Context: an optimization exercise on an open-source flow, tuned for small area, a short achievable clock period and few clock cycles per item. The choices shown serve that exercise and are no tape-out recipe. The RTL was checked by simulation tests, not by an equivalence proof against the original design. Power figures rest on the tool's default switching activity, not on a simulated workload.

==> flow/design.v <==
package preprocess_pkg;
    localparam int unsigned NUM_ENTRY_DEFAULT = 36;
    localparam int unsigned WW_DEFAULT        = 5;
    localparam int unsigned OW_DEFAULT        = 6;
    typedef enum logic {
        IDLE = 1'b0,
        SCAN = 1'b1
    } state_t;
endpackage
module first_one_finder #(
    parameter int unsigned N  = 36,
    parameter int unsigned IW = $clog2(N)
) (
    input  logic [N-1:0]  vec,
    output logic [IW-1:0] idx,
    output logic          found
);
    always_comb begin
        idx   = '0;
        found = 1'b0;
        for (int i = N - 1; i >= 0; i--) begin
            if (vec[i]) begin
                idx   = IW'(i);
                found = 1'b1;
            end
        end
    end
endmodule
module filter_compactor #(
    parameter  int unsigned NUM_ENTRY = preprocess_pkg::NUM_ENTRY_DEFAULT,
    parameter  int unsigned WW        = preprocess_pkg::WW_DEFAULT,
    parameter  int unsigned OW        = preprocess_pkg::OW_DEFAULT,
    localparam int unsigned IW        = $clog2(NUM_ENTRY),
    localparam int unsigned CW        = $clog2(NUM_ENTRY + 1)
) (
    input  logic                    clk,
    input  logic                    reset,
    input  logic                    in_valid,
    output logic                    in_ready,
    input  logic [NUM_ENTRY-1:0]    in_bit,
    input  logic [NUM_ENTRY*WW-1:0] in_weight,
    input  logic [NUM_ENTRY*OW-1:0] in_out,
    input  logic [NUM_ENTRY-1:0]    in_drop,
    output logic                    out_valid,
    input  logic                    out_ready,
    output logic                    out_bit,
    output logic [WW-1:0]           out_weight,
    output logic [OW-1:0]           out_out,
    output logic [IW-1:0]           out_index,
    output logic                    out_last,
    output logic [CW-1:0]           kept_count,
    output logic                    frame_empty
);
    preprocess_pkg::state_t  state;
    logic [NUM_ENTRY-1:0]    mask;
    logic [NUM_ENTRY-1:0]    bit_q;
    logic [NUM_ENTRY*WW-1:0] weight_q;
    logic [NUM_ENTRY*OW-1:0] out_q;
    logic [IW-1:0]           idx;
    logic [NUM_ENTRY-1:0]    keep_vec;
    logic [NUM_ENTRY-1:0]    rest_mask;
    logic [NUM_ENTRY-1:0]    find_vec;
    logic [IW-1:0]           find_idx;
    logic                    find_ok;
    logic                    find_single;
    logic [CW-1:0]           kept_c;
    always_comb begin
        keep_vec    = ~in_drop;
        rest_mask   = mask & ~(NUM_ENTRY'(1) << idx);
        find_vec    = (state == preprocess_pkg::IDLE) ? keep_vec : rest_mask;
        find_single = (find_vec & (find_vec - NUM_ENTRY'(1))) == '0;
        kept_c      = '0;
        for (int i = 0; i < NUM_ENTRY; i++) begin
            kept_c = kept_c + CW'(keep_vec[i]);
        end
    end
    first_one_finder #(
        .N  (NUM_ENTRY),
        .IW (IW)
    ) u_finder (
        .vec   (find_vec),
        .idx   (find_idx),
        .found (find_ok)
    );
    always_ff @(posedge clk or posedge reset) begin
        if (reset) begin
            state       <= preprocess_pkg::IDLE;
            idx         <= '0;
            mask        <= '0;
            bit_q       <= '0;
            weight_q    <= '0;
            out_q       <= '0;
            kept_count  <= '0;
            frame_empty <= 1'b0;
            in_ready    <= 1'b1;
            out_valid   <= 1'b0;
            out_last    <= 1'b0;
            out_bit     <= 1'b0;
            out_weight  <= '0;
            out_out     <= '0;
            out_index   <= '0;
        end else begin
            frame_empty <= 1'b0;
            case (state)
                preprocess_pkg::IDLE: begin
                    if (in_valid) begin
                        bit_q      <= in_bit;
                        weight_q   <= in_weight;
                        out_q      <= in_out;
                        mask       <= keep_vec;
                        kept_count <= kept_c;
                        idx        <= find_idx;
                        if (find_ok) begin
                            state      <= preprocess_pkg::SCAN;
                            in_ready   <= 1'b0;
                            out_valid  <= 1'b1;
                            out_last   <= find_single;
                            out_index  <= find_idx;
                            out_bit    <= in_bit[find_idx];
                            out_weight <= in_weight[find_idx*WW +: WW];
                            out_out    <= in_out[find_idx*OW +: OW];
                        end else begin
                            frame_empty <= 1'b1;
                        end
                    end
                end
                preprocess_pkg::SCAN: begin
                    if (out_ready) begin
                        mask <= rest_mask;
                        if (out_last) begin
                            state     <= preprocess_pkg::IDLE;
                            in_ready  <= 1'b1;
                            out_valid <= 1'b0;
                            out_last  <= 1'b0;
                        end else begin
                            idx        <= find_idx;
                            out_last   <= find_single;
                            out_index  <= find_idx;
                            out_bit    <= bit_q[find_idx];
                            out_weight <= weight_q[find_idx*WW +: WW];
                            out_out    <= out_q[find_idx*OW +: OW];
                        end
                    end
                end
                default: state <= preprocess_pkg::IDLE;
            endcase
        end
    end
endmodule
==> flow/run.sh <==
#!/bin/bash
# synth_recipe.tcl (not shown) runs the flow's synth.tcl, then flattens the netlist and writes it again
# the make line also repeats each setting of config.mk as NAME=value (left out here)
make -C /OpenROAD-flow-scripts/flow DESIGN_CONFIG=/design/flow/config.mk WORK_HOME=/design/flow/orfs CLKGATE_MAP_FILE= SYNTH_SCRIPT=/design/flow/synth_recipe.tcl finish
==> flow/config.mk <==
export PLATFORM = sky130hd
export DESIGN_NAME = filter_compactor
export DESIGN_NICKNAME = filter_compactor
export VERILOG_FILES = /design/flow/design.v
export SDC_FILE = /design/flow/constraint.sdc
export NUM_CORES = 4
export LEC_CHECK = 0
export CAP_MARGIN = 20
export CORE_MARGIN = 2
export CORE_UTILIZATION = 40
export SLEW_MARGIN = 20
==> flow/constraint.sdc <==
create_clock -name core_clock -period 6.0 [get_ports {clk}]
set_input_delay 1.2000 -clock core_clock [delete_from_list [all_inputs] [get_ports {clk}]]
set_output_delay 1.2000 -clock core_clock [all_outputs]
set_load 0.01 [all_outputs]
==> flow_metrics.py <==
metrics = {
    "pwr": {
        "design_power_total_mw": 20.52,
        "power_leakage_nw": 18.17,
        "power.density_cell_area_nw_per_um2": 515.0,
        "vdd_drop_max_mv": 0.4311,
    },
    "placement": {
        "placement.io_buffers": 499,
        "place.gp.congestion": 0.9300,
        "estimated_wirelength_of_the_detail_placed_design_mm": 92.48,
        "worst_slack_after_detailed_placement_ns": -0.07433,
    },
    "grt": {
        "grt.met2_usage_pct": 50.23,
        "overflow_left_after_global_routing": 0,
        "number_of_global_route_vias_before_repair": 30660,
        "wire_length_of_the_first_global_routing_pass_mm": 197.4,
        "grt_util_met1_pct": 42.74,
        "grt_util_all_layers_pct": 32.06,
        "grt_max_degree": 194,
        "initial_antenna_violation_count": 35,
        "gr-usage-met3_pct": 7.267,
        "gr-max-usage-layer": "met2",
    },
    "timing": {
        "finalHoldViolCount": 0,
        "max_slew_margin_pct": 26.22,
        "finalMaxSlewViolations": 0,
        "rsz_0062_raised_after_global_routing": "no",
        "final_worst_path_period_share_pct": 91.15,
        "maxClockFrequency_mhz": 182.8,
        "setup_viol": 0,
        "tightestPinTransition_ns": 1.107,
        "final.min_clock_period_ns": 5.469,
        "final.setup.worst_slack_ns": 0.5309,
        "fin_skew_ns": 0.03023,
    },
    "critical_path": {
        "critical_path.max_fanout": 2,
        "element_type_at_the_critical_path_end": "flip-flop",
        "setup.worst_path.start_class": "input port",
        "reg2reg_depth": 14,
        "worstReg2RegEnd": "out_weight[3]$_DFFE_PP0P_",
        "path_class": "in2reg",
        "cp-startpoint": "in_drop[29]",
        "r2r_setup_slack_ns": 0.75,
        "cp_data_arrival_time_ns": 6.02,
        "timing.critical_path.required_ns": 6.55,
        "crit_path_end": "kept_count[4]$_DFFE_PP0P_",
        "worstReg2RegStart": "state$_DFF_PP0_",
    },
    "synthesis": {
        "netlist_top_cells_area": "dfrtp_1 40%, nand2_1 19%, mux4_2 4.0%, mux2i_1 3.2%, o21ai_0 2.6%",
        "post_synth_inst_count": 3950,
        "netlist_area_sq_um": 31250,
        "yosys_register_bits": 503,
        "synthArstFlopShare_pct": 100.0,
        "synthFlopType": "dfrtp_1",
        "synth-edff-count": 0,
        "synthesis.area_per_instance_sq_um": 7.913,
        "yosys.area.top_type_share_pct": 40.19,
        "synth_sequential_area_ratio_pct": 40.28,
        "synth_cell_type_count": 101,
        "postSynthNetCount": 4458,
        "synth-warning-count": 2,
        "synth_top_area_cell": "dfrtp_1",
    },
    "cells_and_area": {
        "mostFrequentLayoutCell": "nand2_1",
        "share_of_post_route_cells_with_drive_strength_above_1_pct": 9.184,
        "mostFrequentLayoutCells": "1547 x nand2_1, 501 x dfrtp_1, 497 x clkdlybuf4s50_1, 194 x nor2_1, 159 x o21ai_0",
        "layout.nets": 4870,
        "num-fill-cells": 7474,
        "syn_to_final_growth_pct": 27.50,
        "final_util_pct": 51.44,
    },
    "cts": {
        "path_clk_slew_ns": 0.06,
        "insertion_delay_ns": 0.66,
        "clock_tree_from_tritoncts": "done",
        "cts_hold_buffers": 0,
        "clock_tree.htree_level_count": 2,
        "cts.sink_count": 503,
        "cts.repair_timing.setup_buffer_count": 0,
        "cts-resized-gates": 0,
        "cts.root.buffer_cell": "clkbuf_16",
        "cts_made_buffers": 60,
        "clock_path_buffers": 3,
    },
    "min_path": {
        "worst_hold_path_type": "reg2reg",
    },
    "route": {
        "dr.first_iter.drc_count": 3407,
        "drt-vias-per-instance": 5.754,
        "drt_pre_antenna_iters": 7,
        "ant_nets": 0,
        "via_count": 31470,
        "drc": 0,
        "wirelength_mm": 131.4,
        "detail_route.wl_per_cell_microns": 24.04,
    },
    "flow_run": {
        "cap_violations": 0,
    },
    "outcome": {
        "run_status": "finished clean",
    },
    "floorplanning": {
        "die_w_microns": 283.5,
        "num_io_pins": 500,
        "die_area_sq_um": 80390,
        "die_h_microns": 283.5,
        "core_ar_sq_um": 77470,
        "initial_core_util_pct": 40.35,
        "floorplan.rows": 102,
    },
}
## synth_stat cells, types with 7 or more instances
cell type	count
fa_1	28
a211oi_1	28
or3_1	20
o21a_1	10
and3_1	25
a21o_1	7
o211ai_1	48
nor2b_1	25
a31oi_1	26
dfrtp_1	502
nand3_1	89
nand3b_1	7
o22ai_1	126
buf_4	9
buf_2	59
nand2_1	1552
a2111oi_0	9
inv_1	99
mux2i_1	100
a22o_1	11
nand2b_1	18
mux2_2	48
a21oi_1	126
a2bb2oi_1	7
buf_1	17
o221ai_1	40
o2111ai_1	9
a221o_1	7
nor4_1	14
nand4_1	13
a311oi_1	7
mux4_2	55
a22oi_1	13
nor2_1	195
ha_1	8
a221oi_1	10
o211a_1	8
o32ai_1	10
o21ai_0	161
a211o_1	12
clkbuf_1	197
and2_1	8
nor3_1	46
o31ai_1	19
## critical path, stage by stage
cell and delay, ns:
clkdlybuf4s50_1 0.45, fa_1 0.55, inv_1 0.05, fa_1 0.48, fa_1 0.57, fa_1 0.44, fa_1 0.53, fa_1 0.55
ha_1 0.17, inv_1 0.06, fa_1 0.44, inv_1 0.07, a21o_1 0.10, a21oi_1 0.07, xor2_1 0.14, o21ai_0 0.14
## cell type report
type	instances	area (sq um)	area share (%)
Timing Repair Buffer	637	6259	15.71
Clock buffer	88	1839	4.616
Sequential cell	503	12590	31.60
Clock inverter	22	203.9	0.5118
Inverter	100	384.1	0.9639
Tap cell	1040	1301	3.265
Multi-Input combinational cell	3060	17220	43.22
Antenna cell	19	47.55	0.1193
## kinds of logic after synthesis
kind of cell | synth area share [%]
mux | 8.895
fa+ha+maj | 2.178
buf+inv | 5.112
simple gates | 27.38
flops | 40.28
compound gates | 16.08
xor+xnor | 0.08408
## where the power goes
| part | leakage (nW) | switching [mW] | internal (mW) |
|---|---|---|---|
| clock | 1.02 | 1.59 | 2.24 |
| sequential | 6.31 | 0.679 | 4.38 |
| combinational | 10.8 | 7.02 | 4.62 |
| total | 18.2 | 9.29 | 11.2 |
## per-layer routing
| metal | vias up | wire [microns] |
|---|---|---|
| li1 | 14400 | - |
| met1 | 15220 | 53340 |
| met2 | 1537 | 60200 |
| met3 | 281 | 12200 |
| met4 | 34 | 5486 |
| met5 | - | 213 |
## per-stage QoR
step	hold slack, ns	std cells	TNS, ns	area (sq um)
after floorplan	0.4401	3950	-1016.98	31260
after global placement	0.4519	5340	-0.08523	37760
after detailed placement	0.4585	5340	-0.07433	37760
after CTS	0.4728	5450	0	39800
after global routing	0.4834	5465	0	39840
final	0.4682	5469	0	39850
## flip-flops by register name (all words and copies together), names as in the netlist
name and cells:
out_bit 1, out_index 6, mask 36, weight_q 180
out_last 1, out_valid 1, idx 6, kept_count 6
frame_empty 1, out_out 6, in_ready 1, state 1
out_weight 5, out_q 216, bit_q 36
## worst min-delay path by stage
stage | endpoint | cells past startpoint | slack [ns] | from
6_report | out_q[200]$_DFFE_PP0P_ | 2 | 0.47 | out_q[200]$_DFFE_PP0P_
3_3_place_gp | weight_q[165]$_DFFE_PP0P_ | 2 | 0.45 | weight_q[165]$_DFFE_PP0P_
5_1_grt | out_q[80]$_DFFE_PP0P_ | 2 | 0.48 | out_q[80]$_DFFE_PP0P_
3_5_place_dp | weight_q[168]$_DFFE_PP0P_ | 2 | 0.46 | weight_q[168]$_DFFE_PP0P_
2_1_floorplan | bit_q[13]$_DFFE_PP0P_ | 2 | 0.44 | bit_q[13]$_DFFE_PP0P_
4_1_cts | weight_q[168]$_DFFE_PP0P_ | 2 | 0.47 | weight_q[168]$_DFFE_PP0P_
Testbench counts, summed over its fixed seeds: cycles 30,700, items 29,100.

[re-timing with driven ports]
In the flow no input, the clock included, has a driving cell. The finished layout below was timed again as built, in two steps.
Step 1, drivers: a clkbuf_16 drives clk and a buf_2 each remaining input, both assumed.
Step 2 adds t to the input delays and takes it off the output delays; t is the mean of the earliest and latest rising clock arrival at the registers after step 1. Input paths then give back, and output paths get back, about the clock's delay inside the block.
Three values: no drivers, after step 1, after step 2; two values: the first two.
t, ns: 0.706
setup WS [ns]: 0.531 / 0.566 / -0.139
worst slew at a driven data input, ns: 0.16
Met with ideal ports but missed after step 2: setup timing in this run. For this run, drivers alone change the setup slack by +0.035 ns; drivers and shift together by -0.670 ns.
